This is an optimization exercise on Yosys and OpenROAD, whose aim is small area, a short achievable clock period and few clock cycles per item, not a production implementation. At most, simulation tests tie the RTL to the original design; equivalence was not proved. For runs 1 and 2, only the layout was checked, not whether the RTL still works.

**flow/config.mk**
```make
export PLATFORM = sky130hd
export DESIGN_NAME = tap_tempo_averager_core
export DESIGN_NICKNAME = tap_tempo_averager_core
export VERILOG_FILES = /design/flow/design.v
export SDC_FILE = /design/flow/constraint.sdc
export NUM_CORES = 4
export LEC_CHECK = 0
export ABC_CLOCK_PERIOD_IN_PS = 5000
export CAP_MARGIN = 20
export CORE_MARGIN = 2
export CORE_UTILIZATION = 40
export SETUP_SLACK_MARGIN = 5
export SLEW_MARGIN = 20
```
**flow/constraint.sdc**
```tcl
create_clock -name core_clock -period 10.0 [get_ports {aclk}]
set_input_delay 2.0000 -clock core_clock [delete_from_list [all_inputs] [get_ports {aclk}]]
set_output_delay 2.0000 -clock core_clock [all_outputs]
set_load 0.01 [all_outputs]
```
**flow/design.v**
```verilog
package ttavg_pkg;
    localparam logic [7:0] CEILING_RESET = 8'd220;
endpackage
module tap_tempo_averager_core #(
    parameter int COUNT_WIDTH = 16,
    parameter int TIME_WIDTH  = 32,
    parameter int FRAC_BITS   = 8
) (
    input  logic                               aclk,
    input  logic                               aresetn,
    input  logic                               s_tvalid,
    output logic                               s_tready,
    input  logic [((TIME_WIDTH+7)/8)*8-1:0]    s_tdata,
    input  logic                               s_tuser,
    output logic                               m_tvalid,
    input  logic                               m_tready,
    output logic [47:0]                        m_tdata,
    output logic [2:0]                         m_tuser,
    input  logic                               cfg_we,
    input  logic [7:0]                         cfg_wdata
);
    localparam int K      = 2;                        
    localparam int TSTEPS = ((16 + K - 1) / K) * K;   
    localparam int ASTEPS = ((22 + K - 1) / K) * K;   
    localparam int TCYC   = TSTEPS / K;
    localparam int ACYC   = ASTEPS / K;
    localparam logic [31:0] TNUM = 32'd15360000;      
    localparam logic [2:0] S_IDLE  = 3'd0;
    localparam logic [2:0] S_SHORT = 3'd1;
    localparam logic [2:0] S_GAP   = 3'd2;
    localparam logic [2:0] S_TDIV  = 3'd3;
    localparam logic [2:0] S_CLAMP = 3'd4;
    localparam logic [2:0] S_ACC   = 3'd5;
    localparam logic [2:0] S_ADIV  = 3'd6;
    localparam logic [2:0] S_FIN   = 3'd7;
    logic [2:0]  st;
    logic [3:0]  cyc;
    logic [7:0]  ceil_r;
    logic [31:0] prev;
    logic [15:0] count;
    logic [35:0] s15;
    logic [23:0] rem;
    logic [31:0] dreg;
    logic        mv;
    logic [2:0]  status;
    logic [11:0] lt, at;
    logic [7:0]  aw;
    logic [15:0] nsel;
    logic [23:0] dsor;
    logic [K-1:0] dbits, qbits;
    logic [23:0] rem_nx;
    assign nsel = (count == 16'hFFFF) ? 16'hFFFE : count;
    assign dsor = (st == S_TDIV) ? dreg[23:0] : {8'd0, nsel};
    logic [TSTEPS-1:0] tnum_bits;
    logic [ASTEPS-1:0] anum_bits;
    logic [K-1:0]      tsel, asel;
    assign tnum_bits = TNUM[TSTEPS-1:0];
    assign anum_bits = {s15[ASTEPS-3:0], 2'b00};
    always_comb begin
        tsel = '0;
        asel = '0;
        for (int k = 0; k < TCYC; k++)
            if (cyc == 4'(k)) tsel = tnum_bits[TSTEPS-1-k*K -: K];
        for (int k = 0; k < ACYC; k++)
            if (cyc == 4'(k)) asel = anum_bits[ASTEPS-1-k*K -: K];
        dbits = (st == S_TDIV) ? tsel : asel;
    end
    always_comb begin
        logic [24:0] tr;
        logic [25:0] df;
        rem_nx = rem;
        for (int j = 0; j < K; j++) begin
            tr = {rem_nx, dbits[K-1-j]};
            df = {1'b0, tr} - {2'b0, dsor};
            qbits[K-1-j] = !df[25];
            rem_nx = df[25] ? tr[23:0] : df[23:0];
        end
    end
    logic [15:0] ceilq, tq, tempo;
    logic        ovf, big;
    assign ceilq = {ceil_r, 8'd0};
    assign tq    = prev[15:0];
    assign big   = |dreg[31:24];
    assign ovf   = (dreg[31:8] == 24'd0) && (dreg[7:0] <= 8'd234);
    logic [35:0] s15_acc;
    logic [19:0] t15;
    assign t15     = {tq, 4'd0} - {4'd0, tq};
    assign s15_acc = (count == 16'hFFFF) ? s15 : s15 + {16'd0, t15};
    logic [21:0] u;
    logic        c;
    logic        rlo, rhi, wlo, whi, restart;
    logic [2:0]  st_res;
    logic [18:0] t5;
    logic [11:0] lt_res, at_res;
    logic [7:0]  aw_res;
    logic [1:0]  r3;
    logic [3:0]  r15;
    assign u    = dreg[21:0];
    assign c    = (rem != 24'd0);
    logic [21:0] t45;
    logic [20:0] u2;
    logic [18:0] u8;
    assign t45 = {t15, 1'b0} + {2'b0, t15};
    assign u2  = u[21:1];
    assign u8  = u[21:3];
    assign rlo = u2 < {1'b0, t15};
    assign wlo = u8 < t5;
    assign rhi = ({1'b0, u8} > t15) || (({1'b0, u8} == t15) && ((u[2:0] != 3'd0) || c));
    assign whi = ({1'b0, u2} > t45) || (({1'b0, u2} == t45) && (u[0] || c));
    assign restart = rlo | rhi;
    assign st_res  = restart ? 3'd3 : ((wlo | whi) ? 3'd2 : 3'd1);
    assign t5     = {1'b0, tq, 2'b0} + {3'b0, tq};
    assign lt_res = 12'((t5 + 19'd64) >> 7);
    assign at_res = at + 12'(({1'b0, r3} + 3'd1 + {2'b0, u[8]}) >= 3'd3);
    assign aw_res = aw + 8'(({1'b0, r15} + 5'd7 + {4'b0, u[9]}) >= 5'd15);
    logic [1:0]  r3_nx;
    logic [3:0]  r15_nx;
    logic [11:0] at_nx;
    logic [7:0]  aw_nx;
    always_comb begin
        logic [2:0] t3;
        logic [4:0] t15s;
        int p;
        t3   = 3'd0;
        t15s = 5'd0;
        r3_nx  = r3;
        r15_nx = r15;
        at_nx  = at;
        aw_nx  = aw;
        for (int j = 0; j < K; j++) begin
            p = ASTEPS - 1 - (int'(cyc) - 1) * K - j;
            if (p >= 9) begin
                t3    = {r3_nx, dreg[K-1-j]};
                at_nx = {at_nx[10:0], (t3 >= 3'd3)};
                r3_nx = (t3 >= 3'd3) ? 2'(t3 - 3'd3) : t3[1:0];
            end
            if (p >= 10) begin
                t15s   = {r15_nx, dreg[K-1-j]};
                aw_nx  = {aw_nx[6:0], (t15s >= 5'd15)};
                r15_nx = (t15s >= 5'd15) ? 4'(t15s - 5'd15) : t15s[3:0];
            end
        end
    end
    logic acc_now, short_now;
    assign short_now = s_tvalid && s_tready && (st != S_FIN);
    assign acc_now   = s_tvalid && s_tready && (st == S_FIN);
    assign s_tready = !mv && ((st == S_FIN) || (st == S_SHORT)
                              || ((st == S_IDLE) && (count == 16'd0)));
    always_ff @(posedge aclk) begin
        if (!aresetn) begin
            st  <= S_IDLE;
            cyc <= '0;
        end else begin
            case (st)
                S_IDLE: begin
                    cyc <= '0;
                    if (s_tvalid && !s_tready)
                        st <= (s_tuser || count == 16'd0) ? S_SHORT : S_GAP;
                end
                S_SHORT: if (short_now) st <= S_IDLE;
                S_GAP:   st <= S_TDIV;
                S_TDIV: begin
                    cyc <= cyc + 4'd1;
                    if (cyc == 4'(TCYC - 1)) begin
                        st  <= S_CLAMP;
                        cyc <= '0;
                    end
                end
                S_CLAMP: st <= S_ACC;
                S_ACC:   if (!mv) st <= S_ADIV;
                S_ADIV: begin
                    cyc <= cyc + 4'd1;
                    if (cyc == 4'(ACYC - 1)) begin
                        st  <= S_FIN;
                        cyc <= '0;
                    end
                end
                S_FIN:   if (acc_now) st <= S_IDLE;
                default: st <= S_IDLE;
            endcase
        end
    end
    always_ff @(posedge aclk) begin
        case (st)
            S_IDLE:  dreg <= s_tdata[31:0];
            S_GAP:   dreg <= dreg - prev;
            S_ADIV:  dreg <= {dreg[31-K:0], qbits};
            default: ;
        endcase
        case (st)
            S_GAP:  rem <= 24'(TNUM >> TSTEPS);
            S_TDIV: rem <= rem_nx;
            S_ACC:  rem <= 24'(s15_acc >> (ASTEPS - 2));
            S_ADIV: rem <= rem_nx;
            default: ;
        endcase
    end
    always_ff @(posedge aclk) begin
        if (!aresetn) begin
            ceil_r <= 8'd220;
            prev   <= '0;
            count  <= '0;
            s15    <= '0;
        end else begin
            if (cfg_we) ceil_r <= cfg_wdata;
            if (short_now) begin
                if (s_tuser) begin
                    prev  <= '0;
                    count <= '0;
                    s15   <= '0;
                end else begin
                    prev  <= s_tdata[31:0];
                    count <= 16'd1;
                end
            end else begin
                case (st)
                    S_TDIV:  prev <= {prev[31-K:0], qbits};
                    S_CLAMP: prev[15:0] <= big ? 16'd0
                                         : ((ovf || tq > ceilq) ? ceilq : tq);
                    S_ACC:   if (!mv) s15 <= s15_acc;
                    S_FIN: if (acc_now) begin
                        if (restart) begin
                            prev  <= '0;
                            count <= '0;
                            s15   <= '0;
                        end else begin
                            prev <= s_tdata[31:0];
                            if (count != 16'hFFFF) count <= count + 16'd1;
                        end
                    end
                    default: ;
                endcase
            end
        end
    end
    always_ff @(posedge aclk) begin
        if (!aresetn) begin
            mv <= 1'b0;
        end else if (short_now || acc_now) begin
            mv <= 1'b1;
        end else if (m_tready) begin
            mv <= 1'b0;
        end
    end
    always_ff @(posedge aclk) begin
        if (st == S_ACC) begin
            r3  <= '0;
            r15 <= '0;
        end else if (st == S_ADIV && cyc != 4'd0) begin
            r3  <= r3_nx;
            r15 <= r15_nx;
        end
        if (st == S_ACC && !mv) begin
            at <= '0;
            aw <= '0;
        end else if (st == S_ADIV && cyc != 4'd0) begin
            at <= at_nx;
            aw <= aw_nx;
        end else if (short_now) begin
            at     <= '0;
            aw     <= '0;
        end else if (acc_now) begin
            at     <= at_res;
            aw     <= aw_res;
        end
        if (short_now) begin
            status <= s_tuser ? 3'd4 : 3'd0;
            lt     <= '0;
        end else if (acc_now) begin
            status <= st_res;
            lt     <= lt_res;
        end
    end
    assign m_tvalid = mv;
    assign m_tdata  = {count, aw, at, lt};
    assign m_tuser  = status;
endmodule
```
**flow/run.sh**
```bash
#!/bin/bash
# synth_recipe.tcl (not shown) runs the flow's synth.tcl, then flattens the netlist and writes it again
# the make line also repeats each setting of config.mk as NAME=value (left out here)
make -C /OpenROAD-flow-scripts/flow DESIGN_CONFIG=/design/flow/config.mk WORK_HOME=/design/flow/orfs CLKGATE_MAP_FILE= SYNTH_SCRIPT=/design/flow/synth_recipe.tcl finish
```
==> out/metrics.cfg, run 1 <==
[setup_path]
start_kind = flop
path_class = flop to flop
endpoint_kind = flop
slowest_delay_ps = 410
worst_ep_arrival_time_ps = 6680
crit_slowest_cell = dfxtp_4
cp_max_fo = 7
required_ps = 10200
crit_path_frequent_cell = a21oi_1

[synthesis]
syn_area_mm2 = 0.0200
synth_seq_area_share_pct = 22.7
netlist_instances = 2570
yosysUniqueCellTypes = 92
synthTopCellsByCount = 252 x ha_1, 247 x a21oi_1, 235 x nand2_1
ys.flop_type = dfxtp_1
synthTopCellsByArea = ha_1 16%, dfxtp_1 14%, edfxtp_1 8.9%
yosysWarnings = 1
syn_area_per_cell_um2 = 7.77
synthMostInstantiatedCell = ha_1
async_reset_ff_share_pct = 0
synth_top_area_cell = ha_1
synth_top_cell_area_share_pct = 15.8
syn-num-nets = 2873
ys_ff_latch = 197
synth_enable_flop_cells = 59

[drt]
dr.pass1.iters = 6
vias = 20700
post-route-drc-count = 0
drt_iter0_markers = 1741
ant_nets = 0
viasPerCell = 6.07
routed_wl_um = 74700
wire_per_inst_um = 21.9

[cells_and_area]
drive_gt1_share_pct = 16.7
area_delta_synth_final_pct = 25.5
nets = 3029
n_fill_cell = 4696

[die]
pin_count = 99
fp-row-count = 81
die_h_um = 227
core-area_mm2 = 0.0492
start_util_pct = 40.6
dieArea_mm2 = 0.0518
die_w_um = 227

[clock_tree]
cts_made_buffers = 17
cts_buffer_depth = 2
insertion_delay_ps = 520
h-tree-depth = 4
numClockSinks = 197
clkTransAtPathRegs_ps = 80
tritoncts = built
root_buffer = clkbuf_16

[sta]
fmax_ghz = 0.154
setup_viol = 0
setup_tns_ps = 0
rsz0062_at_grt = true
final_max_slew_viol_count = 0
relSlewSlack_pct = 28.5
min_period_ps = 6480
finalCritPeriodShare_pct = 64.8
hold_viol = 0
finalClockSkew_ps = 18.4
worst_pin_slew_ps = 1070

[global_routing]
grt_usage_pct = 28.3
grt_pass1_wl_um = 112000
grt_max_degree = 68
first_global_vias = 19200
grt.overflow.total = 0
antenna_found_initial = 3

[status]
outcome = finished clean

[hold_path]
hold_path_class = flop to flop

[placement]
port_buffers = 98
dp_hpwl_um = 54000
finalWeightedCongestion = 0.960

[run]
drv_cap = 0

-- path summary, 6_finish.rpt --
path                              from     end  slack (ps)  cells after the start
worst min register to register   lt[0]   lt[0]         440                      2
worst max-delay path            cyc[0]  rem[5]        3520                     33
worst max register to register  cyc[0]  rem[5]        3520                     33
worst min-delay path             lt[0]   lt[0]         440                      2
-- cell usage in the layout, fill, tap and decap left out, types with 17 or more instances in the layout --
| cell | netlist | routed |
|---|---|---|
| clkbuf_16 | 0 | 20 |
| nor3_1 | 40 | 34 |
| xnor2_1 | 111 | 102 |
| o21ai_1 | 34 | 32 |
| clkdlybuf4s50_1 | 0 | 98 |
| nor2b_1 | 33 | 28 |
| a21oi_1 | 247 | 209 |
| a21oi_2 | 0 | 32 |
| buf_4 | 1 | 109 |
| nand2_1 | 235 | 214 |
| a22oi_1 | 29 | 23 |
| a21o_1 | 59 | 59 |
| nand3_1 | 91 | 88 |
| a31oi_1 | 33 | 32 |
| xor2_1 | 56 | 52 |
| nand2b_1 | 31 | 30 |
| o211ai_1 | 23 | 23 |
| o21a_1 | 23 | 23 |
| ha_4 | 0 | 21 |
| edfxtp_1 | 59 | 59 |
| nor2_1 | 226 | 215 |
| inv_1 | 118 | 109 |
| ha_1 | 252 | 224 |
| dfxtp_1 | 138 | 117 |
| o21ai_0 | 179 | 167 |
| nor4_1 | 29 | 22 |
| nand4_1 | 34 | 34 |
| o21bai_1 | 17 | 17 |
| and3_1 | 29 | 28 |
| mux2i_1 | 62 | 57 |
| a211oi_1 | 44 | 34 |
-- through the flow --
stage / hold WS (ps) / utilization (%) / cell area [µm²] / cells / setup slack [ps]
global route: 475 / 51.0 / 25100 / 3403 / 3190
floorplan: 444 / - / 20300 / 2570 / 4270
CTS: 450 / 48.6 / 23900 / 3370 / 3470
detailed placement: 439 / 44.5 / 21900 / 3255 / 2560
global placement: 433 / 44.5 / 21800 / 3255 / 2720
finish: 443 / 51.0 / 25100 / 3404 / 3520
-- cells by family after synthesis --
group,Yosys count,share of synthesized area [%]
AOI/OAI and AO/OA,820,25.7
xor gates and xnor gates,167,7.32
adders and majority gates,257,16.3
buffers and inverters,228,4.49
DFF,197,22.7
muxes,72,3.74
and+or+nand+nor,829,19.8
-- what timing repair did --
item	CTS	global route
resized for setup	144	173
buffers inserted	76	31
setup endpoints to repair	112	112
hold buffers	0	0
cloned	7	2
pin swaps	72	158
-- routing by layer --
metal	track usage, %	up-vias	share of wire, %
li1	-	9808	-
met1	36.6	9949	42
met2	47.4	744	47
met3	4.01	166	6.4
met4	11.3	0	3.9
met5	0	-	0
-- final cells by class --
type / count / area, µm² / area share (%)
sequential: 197 / 4590 / 18.3
inverter: 121 / 473 / 1.89
antenna: 1 / 2.50 / 0.00998
multi-input combinational: 2151 / 16300 / 64.9
clock inverter: 12 / 109 / 0.434
timing repair buffer: 238 / 2300 / 9.18
tap: 664 / 831 / 3.31
clock buffer: 20 / 489 / 1.95
-- worst max-delay path: cells and delay by family, from the launching register on --
kind | cells | cell delay [ps]
adders and majority gates | 3 | 690
and+or+nand+nor | 6 | 860
buffers and inverters | 3 | 330
DFF | 1 | 410
muxes | 2 | 510
AOI/OAI and AO/OA | 19 | 3340
-- flip-flops by register name, summed over array words and instances, names as in the netlist --
register and cells:
st 3, cyc 4, aw 8, rem 24
status 3, r3 2, prev 32, lt 12
s15 36, at 12, ceil_r 8, dreg 32
count 16, r15 4, mv 1
==> inputs of run 2 (changes only) <==
--- a/flow/design.v
+++ b/flow/design.v
@@ -19,7 +19,7 @@
     input  logic                               cfg_we,
     input  logic [7:0]                         cfg_wdata
 );
-    localparam int K      = 2;                        
+    localparam int K      = 1;                        
     localparam int TSTEPS = ((16 + K - 1) / K) * K;   
     localparam int ASTEPS = ((22 + K - 1) / K) * K;   
     localparam int TCYC   = TSTEPS / K;
@@ -34,7 +34,7 @@
     localparam logic [2:0] S_ADIV  = 3'd6;
     localparam logic [2:0] S_FIN   = 3'd7;
     logic [2:0]  st;
-    logic [3:0]  cyc;
+    logic [4:0]  cyc;
     logic [7:0]  ceil_r;
     logic [31:0] prev;
     logic [15:0] count;
@@ -60,9 +60,9 @@
         tsel = '0;
         asel = '0;
         for (int k = 0; k < TCYC; k++)
-            if (cyc == 4'(k)) tsel = tnum_bits[TSTEPS-1-k*K -: K];
+            if (cyc == 5'(k)) tsel = tnum_bits[TSTEPS-1-k*K -: K];
         for (int k = 0; k < ACYC; k++)
-            if (cyc == 4'(k)) asel = anum_bits[ASTEPS-1-k*K -: K];
+            if (cyc == 5'(k)) asel = anum_bits[ASTEPS-1-k*K -: K];
         dbits = (st == S_TDIV) ? tsel : asel;
     end
     always_comb begin
@@ -160,8 +160,8 @@
                 S_SHORT: if (short_now) st <= S_IDLE;
                 S_GAP:   st <= S_TDIV;
                 S_TDIV: begin
-                    cyc <= cyc + 4'd1;
-                    if (cyc == 4'(TCYC - 1)) begin
+                    cyc <= cyc + 5'd1;
+                    if (cyc == 5'(TCYC - 1)) begin
                         st  <= S_CLAMP;
                         cyc <= '0;
                     end
@@ -169,8 +169,8 @@
                 S_CLAMP: st <= S_ACC;
                 S_ACC:   if (!mv) st <= S_ADIV;
                 S_ADIV: begin
-                    cyc <= cyc + 4'd1;
-                    if (cyc == 4'(ACYC - 1)) begin
+                    cyc <= cyc + 5'd1;
+                    if (cyc == 5'(ACYC - 1)) begin
                         st  <= S_FIN;
                         cyc <= '0;
                     end
@@ -246,14 +246,14 @@
         if (st == S_ACC) begin
             r3  <= '0;
             r15 <= '0;
-        end else if (st == S_ADIV && cyc != 4'd0) begin
+        end else if (st == S_ADIV && cyc != 5'd0) begin
             r3  <= r3_nx;
             r15 <= r15_nx;
         end
         if (st == S_ACC && !mv) begin
             at <= '0;
             aw <= '0;
-        end else if (st == S_ADIV && cyc != 4'd0) begin
+        end else if (st == S_ADIV && cyc != 5'd0) begin
             at <= at_nx;
             aw <= aw_nx;
         end else if (short_now) begin
--- a/flow/config.mk
+++ b/flow/config.mk
@@ -5,7 +5,7 @@
 export SDC_FILE = /design/flow/constraint.sdc
 export NUM_CORES = 4
 export LEC_CHECK = 0
-export ABC_CLOCK_PERIOD_IN_PS = 5000
+export ABC_CLOCK_PERIOD_IN_PS = 3000
 export CAP_MARGIN = 20
 export CORE_MARGIN = 2
 export CORE_UTILIZATION = 40
==> run 2 against run 1 <==
Compared with the run above: utilization decreased by 1.8 points; global-route usage decreased by 2.2 points; sequential cell count increased by 1; non-clock buffer count decreased by 40; routed wire length decreased by 12%; clock-buffer cell count decreased by 2; synthesized cell count decreased by 9.2%; die area decreased by 6.7%; cell count decreased by 9.5%; critical path type unchanged; critical endpoint is now status[1].
==> out/metrics.cfg, run 2 <==
[status]
outcome = finished clean

[sta]
relSlewSlack_pct = 27.3  ; -1.1 points
fmax_ghz = 0.178  ; +16%
worst_pin_slew_ps = 1090  ; +17.1 ps
hold_viol = 0  ; unchanged
whs_ps = 469  ; +25.9 ps
setup_tns_ps = 0  ; unchanged
rsz0062_at_grt = true
min_period_ps = 5610  ; -871 ps
finalClockSkew_ps = 15.6  ; -2.82 ps
final_max_slew_viol_count = 0  ; unchanged
finalCritPeriodShare_pct = 56.1  ; -8.7 points
setup_viol = 0  ; unchanged

[synthesis]
synthTopCellsByArea = ha_1 15%, dfxtp_1 15%, edfxtp_1 9.5%
syn-num-nets = 2613  ; -9.0%
syn_area_mm2 = 0.0186  ; -6.8%
netlist_instances = 2333  ; -9.2%
syn_area_per_cell_um2 = 7.98  ; +2.7%
yosysUniqueCellTypes = 88  ; -4.3%
synth_seq_area_share_pct = 24.5  ; +1.8 points
synth_enable_flop_cells = 59  ; unchanged
synth_top_area_cell = ha_1
synthMostInstantiatedCell = ha_1
synth_top_cell_area_share_pct = 15.5  ; -0.32 points
ys.flop_type = dfxtp_1
ys_ff_latch = 198  ; +0.51%
async_reset_ff_share_pct = 0  ; unchanged
synthTopCellsByCount = 230 x ha_1, 199 x a21oi_1, 199 x nor2_1
yosysWarnings = 1  ; unchanged

[setup_path]
start_kind = flop
worst_ep_arrival_time_ps = 5850  ; -830 ps
endpoint_kind = flop
reg2reg_depth = 25  ; -24%
required_ps = 10240  ; +40 ps
cp_max_fo = 4  ; -3
path_class = flop to flop

[die]
core-area_mm2 = 0.0463  ; -5.9%
die_h_um = 220  ; -3.4%
pin_count = 99  ; unchanged
fp-row-count = 79  ; -2.5%
die_w_um = 220  ; -3.4%
start_util_pct = 40.2  ; -0.40 points
dieArea_mm2 = 0.0483  ; -6.7%

[global_routing]
grt.overflow.total = 0  ; unchanged
grt_max_degree = 73  ; +7.4%
first_global_vias = 17500  ; -8.6%
antenna_found_initial = 2  ; -1
grt_pass1_wl_um = 97900  ; -12%
grt_usage_pct = 26.1  ; -2.2 points

[drt]
drt_iter0_markers = 1727  ; -0.80%
viasPerCell = 6.11  ; +0.59%
routed_wl_um = 65700  ; -12%
post-route-drc-count = 0  ; unchanged
wire_per_inst_um = 21.3  ; -2.8%
dr.pass1.iters = 6  ; unchanged
ant_nets = 0  ; unchanged
vias = 18800  ; -9.0%

[run]
drv_cap = 0  ; unchanged

[cells_and_area]
top_regs = s15 (36), dreg (32), prev (32)
regMostFlops = s15
area_delta_synth_final_pct = 22.1
drive_gt1_share_pct = 15.1  ; -1.6 points
postLayoutCoreUtil_pct = 49.2  ; -1.8 points
largest_reg_flops = 36  ; unchanged
layout_common_cells = 213 x ha_1, 187 x nor2_1, 169 x nand2_1, 161 x o21ai_0, 161 x a21oi_1
nets = 2739  ; -9.6%
final_common_cell = ha_1

[clock_tree]
h-tree-depth = 4  ; unchanged
tritoncts = built
cts_hold_buf = 0  ; unchanged
root_buffer = clkbuf_16
insertion_delay_ps = 520  ; about the same
cts_buffer_depth = 2  ; unchanged
numClockSinks = 198  ; +0.51%
cts_made_buffers = 17  ; unchanged
clkTransAtPathRegs_ps = 80  ; about the same

[hold_path]
whs_path_depth = 2  ; unchanged
hold_path_class = flop to flop

[placement]
port_buffers = 98  ; unchanged
dp_hpwl_um = 47100  ; -13%
finalWeightedCongestion = 0.936  ; -2.5%

run 2: logic make-up (layout without fill, tap and decap cells):
logic type | Yosys count | count (layout) | share of synthesized area, %
other | 0 | 1 | 0
adders and majority gates | 234 | 234 | 15.9
xor gates and xnor gates | 142 | 142 | 6.72
DFF | 198 | 198 | 24.5
AOI/OAI and AO/OA | 765 | 766 | 26.9
and+or+nand+nor | 709 | 713 | 18.4
buffers and inverters | 234 | 368 | 4.89
muxes | 51 | 51 | 2.75
run 2: metrics by stage:
stage                     setup WS [ps]  area (µm²)  cells
final                              4390       22700   3080
after global routing               4200       22700   3079
after CTS                          4350       21600   3028
after detailed placement           3970       20300   2964
after global placement             4040       20200   2963
after floorplan                    4840       18700   2333
run 2: final timing paths:
path	start	end	slack, ps
setup / recovery	prev[0]	status[1]	4390
hold / removal	lt[0]	lt[0]	470
setup reg to reg	prev[0]	status[1]	4390
hold reg to reg	lt[0]	lt[0]	470
run 2: cell type report:
| class | instances | area [µm²] |
|---|---|---|
| antenna | 1 | 2.50 |
| multi-input combinational | 1906 | 14400 |
| timing repair buffer | 198 | 1870 |
| clock inverter | 14 | 159 |
| tap | 607 | 759 |
| fill | 4482 | 23500 |
| sequential | 198 | 4590 |
| inverter | 138 | 532 |
| clock buffer | 18 | 450 |
run 2: worst max-delay path: stages (launching register included):
cell and delay (ps):
dfxtp_4 390, ha_4 260, nor4bb_4 150, o21ai_2 170
a21boi_2 90, o21ai_2 170, a21oi_2 100, o41ai_4 400
xnor2_2 220, ha_4 230, or4_4 470, o211ai_1 140
a21oi_2 90, o21ai_2 200, a21oi_2 110, nor2_1 120
xor2_1 190, ha_1 270, a21o_1 150, a21o_1 180
a211oi_2 260, or4b_4 510, o21ai_2 160, a21oi_2 50
nand4_1 140, a31oi_1 100
run 2: metal layers:
layer	share of wire (%)	vias up	global-route usage, %	routed length [µm]
li1	-	8919	-	-
met1	44	9071	35.1	28900
met2	46	683	41.9	30300
met3	5.8	136	3.88	3800
met4	4.0	2	10.3	2630
met5	0.027	-	0	18
run 2: repair_timing:
action,CTS,global route
resized for setup,99,180
setup buffers,29,41
endpoints found under the setup margin,112,113
pin swaps,25,121
cloned,3,10
==> inputs of run 3 (changes only) <==
--- a/flow/design.v
+++ b/flow/design.v
@@ -19,7 +19,7 @@
     input  logic                               cfg_we,
     input  logic [7:0]                         cfg_wdata
 );
-    localparam int K      = 1;                        
+    localparam int K      = 2;                        
     localparam int TSTEPS = ((16 + K - 1) / K) * K;   
     localparam int ASTEPS = ((22 + K - 1) / K) * K;   
     localparam int TCYC   = TSTEPS / K;
@@ -34,7 +34,7 @@
     localparam logic [2:0] S_ADIV  = 3'd6;
     localparam logic [2:0] S_FIN   = 3'd7;
     logic [2:0]  st;
-    logic [4:0]  cyc;
+    logic [3:0]  cyc;
     logic [7:0]  ceil_r;
     logic [31:0] prev;
     logic [15:0] count;
@@ -60,9 +60,9 @@
         tsel = '0;
         asel = '0;
         for (int k = 0; k < TCYC; k++)
-            if (cyc == 5'(k)) tsel = tnum_bits[TSTEPS-1-k*K -: K];
+            if (cyc == 4'(k)) tsel = tnum_bits[TSTEPS-1-k*K -: K];
         for (int k = 0; k < ACYC; k++)
-            if (cyc == 5'(k)) asel = anum_bits[ASTEPS-1-k*K -: K];
+            if (cyc == 4'(k)) asel = anum_bits[ASTEPS-1-k*K -: K];
         dbits = (st == S_TDIV) ? tsel : asel;
     end
     always_comb begin
@@ -93,8 +93,9 @@
     logic [18:0] t5;
     logic [11:0] lt_res, at_res;
     logic [7:0]  aw_res;
-    logic [1:0]  r3;
-    logic [3:0]  r15;
+    logic [12:0] y3, y30;
+    logic [25:0] m3;
+    logic [26:0] m30;
     assign u    = dreg[21:0];
     assign c    = (rem != 24'd0);
     logic [21:0] t45;
@@ -111,36 +112,14 @@
     assign st_res  = restart ? 3'd3 : ((wlo | whi) ? 3'd2 : 3'd1);
     assign t5     = {1'b0, tq, 2'b0} + {3'b0, tq};
     assign lt_res = 12'((t5 + 19'd64) >> 7);
-    assign at_res = at + 12'(({1'b0, r3} + 3'd1 + {2'b0, u[8]}) >= 3'd3);
-    assign aw_res = aw + 8'(({1'b0, r15} + 5'd7 + {4'b0, u[9]}) >= 5'd15);
-    logic [1:0]  r3_nx;
-    logic [3:0]  r15_nx;
-    logic [11:0] at_nx;
-    logic [7:0]  aw_nx;
-    always_comb begin
-        logic [2:0] t3;
-        logic [4:0] t15s;
-        int p;
-        t3   = 3'd0;
-        t15s = 5'd0;
-        r3_nx  = r3;
-        r15_nx = r15;
-        at_nx  = at;
-        aw_nx  = aw;
-        for (int j = 0; j < K; j++) begin
-            p = ASTEPS - 1 - (int'(cyc) - 1) * K - j;
-            if (p >= 9) begin
-                t3    = {r3_nx, dreg[K-1-j]};
-                at_nx = {at_nx[10:0], (t3 >= 3'd3)};
-                r3_nx = (t3 >= 3'd3) ? 2'(t3 - 3'd3) : t3[1:0];
-            end
-            if (p >= 10) begin
-                t15s   = {r15_nx, dreg[K-1-j]};
-                aw_nx  = {aw_nx[6:0], (t15s >= 5'd15)};
-                r15_nx = (t15s >= 5'd15) ? 4'(t15s - 5'd15) : t15s[3:0];
-            end
-        end
-    end
+    assign y3     = 13'(({1'b0, u} + 23'd768) >> 9);
+    assign y30    = 13'(({1'b0, u} + 23'd7680) >> 9);
+    assign m3     = (26'(y3) << 11) + (26'(y3) << 9) + (26'(y3) << 7) + (26'(y3) << 5)
+                  + (26'(y3) << 3) + (26'(y3) << 1) + 26'(y3);
+    assign m30    = (27'(y30) << 13) + (27'(y30) << 9) + (27'(y30) << 5)
+                  + (27'(y30) << 1) + 27'(y30);
+    assign at_res = 12'(m3 >> 13);
+    assign aw_res = 8'(m30 >> 18);
     logic acc_now, short_now;
     assign short_now = s_tvalid && s_tready && (st != S_FIN);
     assign acc_now   = s_tvalid && s_tready && (st == S_FIN);
@@ -160,17 +139,17 @@
                 S_SHORT: if (short_now) st <= S_IDLE;
                 S_GAP:   st <= S_TDIV;
                 S_TDIV: begin
-                    cyc <= cyc + 5'd1;
-                    if (cyc == 5'(TCYC - 1)) begin
+                    cyc <= cyc + 4'd1;
+                    if (cyc == 4'(TCYC - 1)) begin
                         st  <= S_CLAMP;
                         cyc <= '0;
                     end
                 end
                 S_CLAMP: st <= S_ACC;
-                S_ACC:   if (!mv) st <= S_ADIV;
+                S_ACC:   st <= S_ADIV;
                 S_ADIV: begin
-                    cyc <= cyc + 5'd1;
-                    if (cyc == 5'(ACYC - 1)) begin
+                    cyc <= cyc + 4'd1;
+                    if (cyc == 4'(ACYC - 1)) begin
                         st  <= S_FIN;
                         cyc <= '0;
                     end
@@ -217,7 +196,7 @@
                     S_TDIV:  prev <= {prev[31-K:0], qbits};
                     S_CLAMP: prev[15:0] <= big ? 16'd0
                                          : ((ovf || tq > ceilq) ? ceilq : tq);
-                    S_ACC:   if (!mv) s15 <= s15_acc;
+                    S_ACC:   s15 <= s15_acc;
                     S_FIN: if (acc_now) begin
                         if (restart) begin
                             prev  <= '0;
@@ -243,32 +222,16 @@
         end
     end
     always_ff @(posedge aclk) begin
-        if (st == S_ACC) begin
-            r3  <= '0;
-            r15 <= '0;
-        end else if (st == S_ADIV && cyc != 5'd0) begin
-            r3  <= r3_nx;
-            r15 <= r15_nx;
-        end
-        if (st == S_ACC && !mv) begin
-            at <= '0;
-            aw <= '0;
-        end else if (st == S_ADIV && cyc != 5'd0) begin
-            at <= at_nx;
-            aw <= aw_nx;
-        end else if (short_now) begin
+        if (short_now) begin
+            status <= s_tuser ? 3'd4 : 3'd0;
+            lt     <= '0;
             at     <= '0;
             aw     <= '0;
         end else if (acc_now) begin
+            status <= st_res;
+            lt     <= lt_res;
             at     <= at_res;
             aw     <= aw_res;
-        end
-        if (short_now) begin
-            status <= s_tuser ? 3'd4 : 3'd0;
-            lt     <= '0;
-        end else if (acc_now) begin
-            status <= st_res;
-            lt     <= lt_res;
         end
     end
     assign m_tvalid = mv;
--- a/flow/config.mk
+++ b/flow/config.mk
@@ -5,9 +5,7 @@
 export SDC_FILE = /design/flow/constraint.sdc
 export NUM_CORES = 4
 export LEC_CHECK = 0
-export ABC_CLOCK_PERIOD_IN_PS = 3000
 export CAP_MARGIN = 20
 export CORE_MARGIN = 2
 export CORE_UTILIZATION = 40
-export SETUP_SLACK_MARGIN = 5
 export SLEW_MARGIN = 20
==> run 3 against run 2 <==
Compared with the run above: still clean; global-route usage is essentially flat; final area increased by 9.5%; synthesized area is 20% higher; fmax fell by 35%; worst setup slack worse by 3100 ps; critical endpoint is now rem[0]; largest cell class unchanged; highest routed layer unchanged.
==> out/metrics.cfg, run 3 <==
[clock_tree]
insertion_delay_ps = 510  ; about the same
tritoncts = built
h-tree-depth = 4  ; unchanged
clkTransAtPathRegs_ps = 80  ; about the same
cts_hold_buf = 0  ; unchanged
cts_made_buffers = 17  ; unchanged
cts_resized = 0  ; -100%
numClockSinks = 191  ; -3.5%
root_buffer = clkbuf_16
cts_buffer_depth = 2  ; unchanged
post_cts_buffers = 0  ; -100%

[synthesis]
synthTopCellsByCount = 342 x ha_1, 235 x a21oi_1, 222 x inv_1
synth_top_cell_area_share_pct = 19.1  ; +3.6 points
synth_seq_area_share_pct = 19.7  ; -4.8 points
muxShareOfSynthArea_pct = 3.11  ; +0.36 points
syn_area_per_cell_um2 = 8.19  ; +2.6%
yosysWarnings = 1  ; unchanged
synthMostInstantiatedCell = ha_1
synth_compound_area_share_pct = 23.6  ; -3.2 points
synth_enable_flop_cells = 59  ; unchanged
synth_top_family_by_area = adder cells
async_reset_ff_share_pct = 0  ; unchanged
synth_xor_area_share_pct = 7.38  ; +0.66 points
ys_ff_latch = 191  ; -3.5%
synth_top_area_cell = ha_1
yosys.area_share.adder_pct = 24.2  ; +8.4 points
syn-num-nets = 3186  ; +22%
syn_area_mm2 = 0.0224  ; +20%
netlist_instances = 2740  ; +17%
yosysUniqueCellTypes = 89  ; +1.1%
ys.flop_type = dfxtp_1
yosys.area_share.simple_pct = 16.4  ; -2.0 points
synthTopCellsByArea = ha_1 19%, dfxtp_1 12%, edfxtp_1 7.9%

[cells_and_area]
postLayoutCellArea_mm2 = 0.0249  ; +9.5%
diodes = 0  ; -1
drive_gt1_share_pct = 4.80  ; -10 points
layout_common_cells = 342 x ha_1, 235 x a21oi_1, 222 x inv_1, 207 x nand2_1, 188 x nor2_1
nets = 3246  ; +19%
regMostFlops = s15
final_common_cell = ha_1
area_delta_synth_final_pct = 11.0
n_fill_cell = 5442  ; +21%
top_regs = s15 (36), dreg (32), prev (32)
largest_reg_flops = 36  ; unchanged

[global_routing]
grt_pass1_wl_um = 117000  ; +19%
first_global_vias = 20700  ; +18%
grt_usage_pct = 26.0  ; -0.034 points
grt_max_degree = 75  ; +2.7%
antenna_found_initial = 2  ; unchanged
grt.overflow.total = 0  ; unchanged

[die]
start_util_pct = 40.6  ; +0.32 points
pin_count = 99  ; unchanged
core-area_mm2 = 0.0553  ; +20%
die_h_um = 241  ; +9.6%
die_w_um = 241  ; +9.6%
fp-row-count = 86  ; +8.9%
dieArea_mm2 = 0.0580  ; +20%

[sta]
setup_tns_ps = 0  ; unchanged
fmax_ghz = 0.115  ; -35%
whs_ps = 461  ; -7.96 ps
min_period_ps = 8660  ; +3060 ps
finalCritPeriodShare_pct = 86.6  ; +31 points
relSlewSlack_pct = 26.4  ; -0.96 points
hold_viol = 0  ; unchanged
rsz0062_at_grt = false
finalClockSkew_ps = 13.1  ; -2.50 ps
final_max_slew_viol_count = 0  ; unchanged
setup_viol = 0  ; unchanged
worst_pin_slew_ps = 1080  ; -9.47 ps

[drt]
ant_nets = 0  ; unchanged
vias = 21100  ; +12%
wire_per_inst_um = 21.1  ; -1.1%
routed_wl_um = 75100  ; +14%
dr.pass1.iters = 5  ; -1
drt_iter0_markers = 1705  ; -1.3%
post-route-drc-count = 0  ; unchanged
viasPerCell = 5.93  ; -2.8%

[setup_path]
worst_ep_arrival_time_ps = 9010  ; +3160 ps
path_class = flop to flop
start_kind = flop
cp_max_fo = 17  ; +13
required_ps = 10340  ; +100 ps
endpoint_kind = flop

[placement]
post_dp_cell_area_mm2 = 0.0243  ; +20%
finalWeightedCongestion = 0.955  ; +2.0%
dp_hpwl_um = 58600  ; +24%
port_buffers = 98  ; unchanged

[status]
outcome = finished clean

[run]
drv_cap = 0  ; unchanged

[hold_path]
hold_path_class = flop to flop

-- run 3: cell count changes after synthesis, moves of 22 or more --
cell     before  now
nand3_1      82   60
xnor2_1      94  119
a21oi_1     199  235
nand2_1     173  208
ha_1        230  342
a22oi_1      38   11
xor2_1       47   70
inv_1       136  222
fa_1          4   58
-- run 3: cells by family after synthesis --
family                   after synthesis
flip-flops                           191
multiplexers                          67
AO/OA/AOI/OAI                        820
XOR/XNOR                             189
buffers and inverters                321
AND/OR/NAND/NOR                      752
adder cells (fa/ha/maj)              400
-- run 3: path summary, 6_finish.rpt --
check                              start     end  slack, ps  depth (start not counted)
worst max-delay path            count[0]  rem[0]       1340                         27
worst min-delay path               aw[7]   aw[7]        460                          2
worst max register to register  count[0]  rem[0]       1340                         27
worst min register to register     aw[7]   aw[7]        460                          2
-- run 3: per-stage QoR --
| step | setup slack (ps) | std cells | utilization, % |
|---|---|---|---|
| after floorplan | 3260 | 2740 | - |
| after global placement | 1770 | 3529 | 43.9 |
| after detailed placement | 1510 | 3529 | 43.9 |
| after CTS | 1420 | 3561 | 45.0 |
| after global routing | 522 | 3561 | 45.0 |
| final | 1340 | 3561 | 45.0 |
-- run 3: routing by layer --
layer | wire length (µm) | vias up | part of all wire, % | global-route usage, %
li1 | - | 10100 | - | -
met1 | 34100 | 10200 | 45 | 35.2
met2 | 33700 | 683 | 45 | 41.7
met3 | 4540 | 140 | 6.0 | 4.11
met4 | 2690 | 2 | 3.6 | 10.2
met5 | 13 | - | 0.017 | 0
-- run 3: critical path, cell delays in order, from the launching register on --
cell	delay (ps)
dfxtp_1	430
ha_1	220
nand3_1	170
nor4_1	510
nand4_1	450
a21oi_1	370
inv_1	140
ha_1	290
nor2b_1	140
o21a_1	190
o21ai_0	310
a21oi_1	210
o2111ai_1	230
nand2_1	140
o21ai_2	460
mux2i_1	440
ha_1	310
nor2b_1	130
o21a_1	180
o21ai_0	260
a21oi_1	200
a21o_1	250
a311oi_2	560
o311ai_1	270
a221oi_4	880
buf_12	260
mux2_2	350
o22ai_1	120
-- run 3: layout make-up --
type,instances,area [µm²],area share (%)
multi-input cells,2228,16800,67.6
flip-flops and latches,191,4420,17.7
repair buffers,138,1290,5.18
well taps,748,936,3.76
inverters,224,841,3.38
clock buffers,19,475,1.91
clock inverters,13,109,0.437
Testbench counts of run 3, summed over its fixed seeds: cycles 71,762, items 3,200.

==> re-timing with driven ports <==
The results above use ideal ports. As a check the final layouts listed here were re-extracted and re-timed, cells and wires unchanged.
Step 1: set_driving_cell puts a clkbuf_16 on aclk and a buf_2 on each other input, an assumption about the parent block.
Step 2, shift: input delay + t, output delay - t, t = (earliest + latest rising clock arrival at the registers) / 2. This alone moves slack from input paths to output paths.
Three values: no drivers, after step 1, after step 2; two values: the first two.
run	t, ns	slack for setup (ns)	latest minus earliest clock arrival (ns)
run 1	0.570	3.522 / 3.522 / 3.522	0.019 / 0.019
run 2	0.567	4.393 / 4.393 / 4.345	0.016 / 0.016
run 3	0.568	1.336 / 1.336 / 1.336	0.014 / 0.014
After both steps setup and hold are still met in every run listed. For run 2, which loses most, drivers alone change the setup slack by 0.000 ns; drivers and shift together by -0.048 ns.
